Background: an optimization exercise with open tools, aiming at small area and a short achievable clock period. Do not read the settings as production practice. Function was checked by simulation only, so behaviour that the tests miss may differ from the original. No activity file was given, so power comes from the tool's default toggle rates.

==> flow/design.v <==
package punc_mem_responder_pkg;
    localparam int WORD_W = 16;
    localparam logic [WORD_W-1:0] DSR_ADDR_DEF = 16'hFE04;
    localparam logic [WORD_W-1:0] DDR_ADDR_DEF = 16'hFE06;
endpackage
import punc_mem_responder_pkg::*;
module punc_mem_bit_next #(
    parameter int N = 1
) (
    input  logic [N-1:0] q,
    input  logic [N-1:0] keep,
    input  logic [N-1:0] wdata,
    input  logic [N-1:0] wsel,
    output logic [N-1:0] d
);
    assign d = (q & keep) | (wdata & wsel);
endmodule
module punc_mem_read3 #(
    parameter int N = 1
) (
    input  logic [N-1:0] q0,
    input  logic [N-1:0] q1,
    input  logic [N-1:0] q2,
    input  logic [N-1:0] s0,
    input  logic [N-1:0] s1,
    input  logic [N-1:0] s2,
    output logic [N-1:0] y_n
);
    assign y_n = ~((q0 & s0) | (q1 & s1) | (q2 & s2));
endmodule
import punc_mem_responder_pkg::*;
module punc_mem_responder
#(
    parameter int                DEPTH_LOG2  = 8,
    parameter int                WAIT_CYCLES = 1,
    parameter logic [WORD_W-1:0] DSR_ADDR    = DSR_ADDR_DEF,
    parameter logic [WORD_W-1:0] DDR_ADDR    = DDR_ADDR_DEF
) (
    input  logic              clk,
    input  logic              rst,
    input  logic              req_valid,
    output logic              req_ready,
    input  logic              req_we,
    input  logic [WORD_W-1:0] req_addr,
    input  logic [WORD_W-1:0] req_wdata,
    output logic              rsp_valid,
    output logic [WORD_W-1:0] rsp_rdata,
    output logic              rsp_err,
    input  logic              load_en,
    input  logic [WORD_W-1:0] load_addr,
    input  logic [WORD_W-1:0] load_data,
    output logic              io_tx_valid,
    output logic [WORD_W-1:0] io_tx_data,
    input  logic              io_tx_ready
);
    localparam int DEPTH  = 1 << DEPTH_LOG2;
    localparam int N_RD3  = DEPTH / 3;           
    localparam int N_REST = DEPTH - 3 * N_RD3;   
    logic idle_q, wait_q, hold_q, resp_q;
    logic                  in_ram_q;     
    logic                  dsr_rd_q;
    logic                  ddr_wr_q;
    logic                  ram_wr_q;     
    logic                  pre_wr_q;     
    logic [DEPTH-1:0]      sel_q;        
    logic [WORD_W-1:0]     wdata_q;      
    logic                  wr_en;        
    logic [WORD_W-1:0]     rsp_rdata_q;
    logic                  rsp_err_q;
    logic                  io_tx_valid_q;
    logic [WORD_W-1:0]     io_tx_data_q;
    logic                  acc_in_ram, acc_dsr, acc_ddr, acc_err;
    logic                  tx_load, to_hold;
    localparam int BITS  = DEPTH * WORD_W;
    localparam int RD3_W = N_RD3 * WORD_W;
    logic [BITS-1:0]   mem_q, mem_d;
    logic [DEPTH-1:0]  sel, wsel, keep;
    logic [BITS-1:0]   wsel_v, keep_v, wdata_v;
    logic [RD3_W-1:0]  rq0, rq1, rq2, rs0, rs1, rs2, rd3_n;
    logic [WORD_W-1:0] rd3_and;
    logic [WORD_W-1:0] ram_rd_data;
    always_comb begin
        sel  = sel_q;
        wsel = sel & {DEPTH{wr_en}};
        keep = ~wsel;
        for (int w = 0; w < DEPTH; w++) begin
            wsel_v[w*WORD_W +: WORD_W]  = {WORD_W{wsel[w]}};
            keep_v[w*WORD_W +: WORD_W]  = {WORD_W{keep[w]}};
            wdata_v[w*WORD_W +: WORD_W] = wdata_q;
        end
    end
    punc_mem_bit_next #(
        .N (BITS)
    ) u_next (
        .q     (mem_q),
        .keep  (keep_v),
        .wdata (wdata_v),
        .wsel  (wsel_v),
        .d     (mem_d)
    );
    always_ff @(posedge clk) begin
        mem_q <= mem_d;
    end
    always_comb begin
        for (int g = 0; g < N_RD3; g++) begin
            rq0[g*WORD_W +: WORD_W] = mem_q[(3*g)*WORD_W +: WORD_W];
            rq1[g*WORD_W +: WORD_W] = mem_q[(3*g+1)*WORD_W +: WORD_W];
            rq2[g*WORD_W +: WORD_W] = mem_q[(3*g+2)*WORD_W +: WORD_W];
            rs0[g*WORD_W +: WORD_W] = {WORD_W{sel[3*g]}};
            rs1[g*WORD_W +: WORD_W] = {WORD_W{sel[3*g+1]}};
            rs2[g*WORD_W +: WORD_W] = {WORD_W{sel[3*g+2]}};
        end
    end
    punc_mem_read3 #(
        .N (RD3_W)
    ) u_read (
        .q0  (rq0),
        .q1  (rq1),
        .q2  (rq2),
        .s0  (rs0),
        .s1  (rs1),
        .s2  (rs2),
        .y_n (rd3_n)
    );
    always_comb begin
        rd3_and = '1;
        for (int g = 0; g < N_RD3; g++) begin
            rd3_and = rd3_and & rd3_n[g*WORD_W +: WORD_W];
        end
        ram_rd_data = ~rd3_and;
        for (int w = 3 * N_RD3; w < DEPTH; w++) begin
            ram_rd_data = ram_rd_data | (mem_q[w*WORD_W +: WORD_W] & {WORD_W{sel[w]}});
        end
    end
    assign acc_in_ram = in_ram_q;
    assign acc_dsr    = dsr_rd_q;
    assign acc_ddr    = ddr_wr_q;
    assign acc_err    = !(in_ram_q || dsr_rd_q || ddr_wr_q);
    assign to_hold = wait_q && acc_ddr && io_tx_valid_q;
    assign tx_load = (wait_q && acc_ddr && !io_tx_valid_q) ||
                     (hold_q && (!io_tx_valid_q || io_tx_ready));
    always_ff @(posedge clk) begin
        if (rst) begin
            idle_q        <= 1'b1;
            wait_q        <= 1'b0;
            hold_q        <= 1'b0;
            resp_q        <= 1'b0;
            io_tx_valid_q <= 1'b0;
        end else begin
            idle_q        <= (idle_q && !req_valid) || resp_q;
            wait_q        <= idle_q && req_valid;
            hold_q        <= to_hold || (hold_q && !tx_load);
            resp_q        <= (wait_q && !to_hold) || (hold_q && tx_load);
            io_tx_valid_q <= (io_tx_valid_q && !io_tx_ready) || tx_load;
        end
    end
    assign wr_en = pre_wr_q || (wait_q && ram_wr_q && !rst);
    always_ff @(posedge clk) begin
        pre_wr_q <= !rst && idle_q && !req_valid && load_en &&
                    (load_addr[WORD_W-1:DEPTH_LOG2] == '0);
    end
    logic [DEPTH_LOG2-1:0] cap_addr;
    logic                  cap_any;
    assign cap_addr = req_valid ? req_addr[DEPTH_LOG2-1:0] : load_addr[DEPTH_LOG2-1:0];
    assign cap_any  = !req_valid || (req_addr[WORD_W-1:DEPTH_LOG2] == '0);
    always_ff @(posedge clk) begin
        in_ram_q <= (req_addr[WORD_W-1:DEPTH_LOG2] == '0);
        dsr_rd_q <= (req_addr == DSR_ADDR) && !req_we;
        ddr_wr_q <= (req_addr == DDR_ADDR) && req_we;
        ram_wr_q <= (req_addr[WORD_W-1:DEPTH_LOG2] == '0) && req_we;
        for (int w = 0; w < DEPTH; w++) begin
            sel_q[w] <= cap_any && (cap_addr == DEPTH_LOG2'(w));
        end
        if (idle_q) begin
            wdata_q <= req_valid ? req_wdata : load_data;
        end
    end
    always_ff @(posedge clk) begin
        rsp_rdata_q <= ram_rd_data;
        rsp_rdata_q[WORD_W-1] <= ram_rd_data[WORD_W-1] || (acc_dsr && !io_tx_valid_q);
        rsp_err_q <= wait_q && acc_err;
        if (tx_load) begin
            io_tx_data_q <= wdata_q;
        end
    end
    assign req_ready   = idle_q;
    assign rsp_valid   = resp_q;
    assign rsp_rdata   = rsp_rdata_q;
    assign rsp_err     = rsp_err_q;
    assign io_tx_valid = io_tx_valid_q;
    assign io_tx_data  = io_tx_data_q;
endmodule
==> flow/run.sh <==
#!/bin/bash
# synth_recipe.tcl (not shown) runs the flow's synth.tcl, then flattens the netlist and writes it again
# the make line also repeats each setting of config.mk as NAME=value (left out here)
make -C /OpenROAD-flow-scripts/flow DESIGN_CONFIG=/design/flow/config.mk WORK_HOME=/design/flow/orfs CLKGATE_MAP_FILE= SYNTH_SCRIPT=/design/flow/synth_recipe.tcl finish
==> flow/config.mk <==
export PLATFORM = sky130hd
export DESIGN_NAME = punc_mem_responder
export DESIGN_NICKNAME = punc_mem_responder
export VERILOG_FILES = /design/flow/design.v
export SDC_FILE = /design/flow/constraint.sdc
export NUM_CORES = 4
export LEC_CHECK = 0
export ABC_CLOCK_PERIOD_IN_PS = 2500
export CAP_MARGIN = 20
export CELL_PAD_IN_SITES_DETAIL_PLACEMENT = 2
export CELL_PAD_IN_SITES_GLOBAL_PLACEMENT = 2
export CORE_MARGIN = 2
export CORE_UTILIZATION = 40
export CTS_CLUSTER_DIAMETER = 60
export CTS_CLUSTER_SIZE = 30
export PLACE_DENSITY = 0.5
export SETUP_SLACK_MARGIN = 3.0
export SLEW_MARGIN = 20
export SYNTH_HIERARCHICAL = 1
==> flow/constraint.sdc <==
create_clock -name core_clock -period 6.0 [get_ports {clk}]
set_input_delay 1.2000 -clock core_clock [delete_from_list [all_inputs] [get_ports {clk}]]
set_output_delay 1.2000 -clock core_clock [all_outputs]
set_load 0.01 [all_outputs]
==> impl.org <==
** Clock tree
- The clock tree synthesis step divided the H-tree into 5 levels.
- Counting the buffers created by CTS gives 371.
- Maximum clock insertion buffer count :: 4
- Clock tree synthesis selected as its root buffer the cell sky130_fd_sc_hd__clkbuf_16.
- TritonCTS built the clock tree.
- Hold buffers post-CTS :: 0
- Clock-pin slew reported for the worst setup and hold paths after clock tree synthesis :: 0.08 ns
- The clock drives 4411 sinks.
- Clock latency on the worst-skew pair, taken at its later pin, is 1.02 ns.

** Synthesis
- The synthesized design contains 4411 register bits.
- For this run, asynchronously set or reset flops after synthesis account for 0%.
- Multiplexer cells account for 0.124% of the synthesized area.
- After synthesis, the largest family of logic cells by area is compound AO/OA/AOI/OAI gates.
- Summed instance area of the synthesized netlist :: 145000 um2
- A synthesized cell averages 12.8 um2.
- In the synthesized netlist, the number of instances is 11327.
- Proportion of synthesized chip area in sequential cells :: 60.9%
- Yosys warns :: 7
- The netlist uses 43 different library cells.
- For this run, the leading register cell type out of synthesis is sky130_fd_sc_hd__dfxtp_1.
- Summing the areas of all compound-gate instances in the mapped netlist gives 34.3% of the synthesized area.
- Xor/xnor share of the synthesized area :: 0%
- After Yosys synthesis, full adders, half adders and majority gates account for 0% of the synthesized area.
- Number of enable flip-flop cells after synthesis :: 32
- Of the total synthesized cell area, the portion taken by AND, OR, NAND and NOR gates is 3.69%.
- Synthesized Nets :: 11397

** Global route
- Met3 Usage GRT :: 3.72%
- After global routing the overflow that remains totals 0.
- Global routing used 46.3% of the available met1 tracks.
- Entering global routing, the biggest net connects 135 pins.
- Number of global-route vias before repair :: 123113
- The initial antenna violation count came to 31.
- Across every metal layer, demand over resource in global routing totals 33.9%.
- After global routing, the most crowded layer is met2.
- For met2 alone, demand over resource in global routing was 54.8%.
- The first global-routing pass estimated 932000 um of wire.

** Critical path
- Delay of the slowest cell on the worst path :: 1.04 ns
- The signal on the critical path passes through buf_6 -> a222oi_1 -> nand4_1 -> or4_4 -> nor4_4 -> buf_6 -> nand4_1.
- The number of buffers and inverters on the critical path is 2.
- The worst setup path is captured at a flip-flop.
- STA puts the critical path data arrival time at 4.38 ns.
- Worst EP required :: 6.74 ns
- The slowest stage of the critical path belongs to the cell sky130_fd_sc_hd__a222oi_1.
- CP Max Fanout :: 17
- Category of the worst setup path launch point :: flip-flop
- Crit-path leading delay family :: simple AND/OR/NAND/NOR gates
- Critical path class :: reg -> reg

** Worst hold path
- In this run the worst hold path is classified as reg -> reg.

** Placed design
- Final RePlAce weighted congestion :: 0.855
- Port buffering added 105 buffers.
- The placed instances occupy a cell area of 155000 um2.
- Half-perimeter wire length of the detailed placement result :: 406000 um

** Power and ir drop
- The worst-case IR drop observed on VDD is 0.270 mV.
- Power spread over the standard cell area amounts to 333 nW/um2.
- In this run the static leakage power is 0.0652 uW.

** Layout
- After the last flow step, the layout net total stands at 12317.
- Share of final-layout standard cells stronger than drive strength 1 :: 15.2%
- Layout Area Growth over Synthesis :: 19.3%
- Final non-filler cell area :: 174000 um2

** STA
- Worst rel slew slack :: 16.0%
- Period utilisation layout :: 60.7%
- Setup repair after global routing could not meet its margin everywhere.
- Time the final worst path needs with I/O delays and setup :: 3.64 ns
- The total count of hold-check failures in the final report came to 0.
- Derived from the worst setup path, the maximum achievable clock frequency is 0.275 GHz.
- For the pin with the worst max-slew slack, the measured transition is 1.26 ns.
- Final TNS setup :: 0 ns
- Post-route clock skew :: 0.0511 ns
- Setup violations remaining at the end of the flow were counted as 0.
- Count of final max-slew check failures :: 0

** Run
- Number of max-cap violations :: 0

** Routing
- The detailed router finished its first iteration with 16147 violations.
- Routed wire length :: 652000 um
- Drt pass-1 iters :: 13
- Via density per instance :: 6.97
- Mean routed wirelength per cell :: 37.5 um
- Antenna violation net count after detailed routing :: 0
- The final route contains 121258 vias.
- Remaining design rule violation count :: 0

** Die
- Ports placed on the boundary :: 106
- Initial cell density of the core :: 40.2%
- Horizontal extent of the die :: 607 um
- Core region area :: 362000 um2
- In this run the core area contains 221 standard-cell rows.
- The die covers 369000 um2.
- Height of the die :: 607 um

** Outcome
- The run finished with no timing, DRC or antenna violations.
power by group:
group	switching (uW)	internal, uW	total, uW
sequential	76.9	29300	29400
clock	13600	13200	26700
combinational	1490	198	1690
sequential cells by signal (all words and copies together), names as in the netlist, 16 cells and up:
signal	cells
sel_q	256
io_tx_data_q	16
wdata_q	16
rsp_rdata_q	16
mem_q	4096
layout make-up:
cell class	instances	area (um2)
fillers	34648	189000
flip-flops and latches	4411	88900
multi-input cells	6582	57400
clock buffers	401	9610
well taps	4794	6000
repair buffers	617	5950
clock inverters	292	3800
inverters	264	1880
diodes	47	118
kinds of logic after synthesis:
logic type      after synthesis
compound gates             5495
simple gates               1071
buf+inv                     334
mux                          16
flops                      4411
layout by cell type (no fill, tap or decap), drive strengths merged, types with 65 or more instances in the layout:
| master | n |
|---|---|
| inv | 183 |
| clkdlybuf4s50 | 65 |
| buf | 519 |
| nand2 | 281 |
| a222oi | 1360 |
| nand3 | 68 |
| clkinvlp | 252 |
| clkbuf | 402 |
| nand4 | 337 |
| nor2 | 262 |
| a22o | 4096 |
| dfxtp | 4379 |
| clkinv | 107 |
per-stage QoR:
stage / hold WS (ns) / worst slack, ns / util (%) / std cells / power (uW)
floorplan: 0.376 / 0.820 / - / 11327 / 30600
global placement: 0.465 / 0.638 / 42.6 / 16372 / 31700
detailed placement: 0.470 / 0.664 / 42.7 / 16385 / 31700
CTS: 0.488 / 2.43 / 47.4 / 17254 / 58200
global route: 0.499 / 2.54 / 47.9 / 17404 / 59500
finish: 0.487 / 2.36 / 47.9 / 17408 / 57800
timing repair:
action | CTS | global route
gates resized for setup | 792 | 109
setup endpoints to repair | 3968 | 1760
buffers inserted | 174 | 104
endpoints found under the hold margin | 0 | 0
pin swaps | 176 | 69
gates cloned | 2 | 1
worst paths after layout:
kind	from	to	slack [ns]	depth (start not counted)
worst max register to register	sel_q[4]	rsp_rdata_q[15]	2.36	7
worst min register to register	mem_q[2615]	mem_q[2615]	0.49	1
worst max-delay path	sel_q[4]	rsp_rdata_q[15]	2.36	7
worst min-delay path	mem_q[2615]	mem_q[2615]	0.49	1
worst reg2reg max path, cell delays in order (launching register included):
cell and delay [ns]:
sky130_fd_sc_hd__dfxtp_1 0.32, sky130_fd_sc_hd__buf_6 0.17, sky130_fd_sc_hd__a222oi_1 1.08, sky130_fd_sc_hd__nand4_1 0.52
sky130_fd_sc_hd__or4_4 0.64, sky130_fd_sc_hd__nor4_4 0.18, sky130_fd_sc_hd__buf_6 0.20, sky130_fd_sc_hd__nand4_1 0.30
per-layer routing:
metal | part of all wire, % | routed length, um | vias to the layer above
met5 | 0.0092 | 60 | -
met4 | 4.6 | 29800 | 10
met3 | 5.7 | 37100 | 902
met2 | 47 | 305000 | 4333
met1 | 43 | 281000 | 64879
li1 | - | - | 51134
synthesized netlist by cell type, types with 4 or more instances:
library cell / count / area share, %
sky130_fd_sc_hd__a2111oi_0: 15 / 0.090
sky130_fd_sc_hd__a222oi_1: 1360 / 9.4
sky130_fd_sc_hd__a22o_1: 4096 / 25
sky130_fd_sc_hd__and4_1: 15 / 0.090
sky130_fd_sc_hd__buf_2: 16 / 0.055
sky130_fd_sc_hd__buf_4: 7 / 0.036
sky130_fd_sc_hd__buf_6: 18 / 0.14
sky130_fd_sc_hd__clkbuf_1: 28 / 0.072
sky130_fd_sc_hd__dfxtp_1: 4379 / 60
sky130_fd_sc_hd__edfxtp_1: 32 / 0.66
sky130_fd_sc_hd__inv_1: 264 / 0.68
sky130_fd_sc_hd__mux2_2: 16 / 0.12
sky130_fd_sc_hd__nand2_1: 281 / 0.73
sky130_fd_sc_hd__nand2b_1: 6 / 0.026
sky130_fd_sc_hd__nand3_1: 68 / 0.23
sky130_fd_sc_hd__nand4_1: 337 / 1.4
sky130_fd_sc_hd__nor2_1: 261 / 0.67
sky130_fd_sc_hd__nor3_1: 4 / 0.014
sky130_fd_sc_hd__nor4_1: 52 / 0.22
sky130_fd_sc_hd__o21ai_1: 4 / 0.014
sky130_fd_sc_hd__or4_1: 32 / 0.17

separate check: timing with driven ports:
The results above use ideal ports. As a check the final layout listed here was re-extracted and re-timed, cells and wires unchanged.
Step 1 (the two cells are an assumption about what drives the block):
set clk [get_ports {clk}]
set_driving_cell -lib_cell sky130_fd_sc_hd__clkbuf_16 $clk
set_driving_cell -lib_cell sky130_fd_sc_hd__buf_2 [delete_from_list [all_inputs] $clk]
Step 2 also shifts input and output timing later by t, the mid clock arrival at the registers, as if the neighbouring blocks saw the same clock.
Slacks: ideal ports / drivers / drivers and shift; pairs: ideal ports / drivers.
shift t [ns]: 1.099
setup WS [ns]: 2.358 / 2.358 / 1.606
worst data-port slew with drivers (ns): 0.54
pins driven straight from the clock port: 1
After both steps this run still meets setup and hold. For this run, drivers alone change the setup slack by 0.000 ns; drivers and shift together by -0.752 ns.
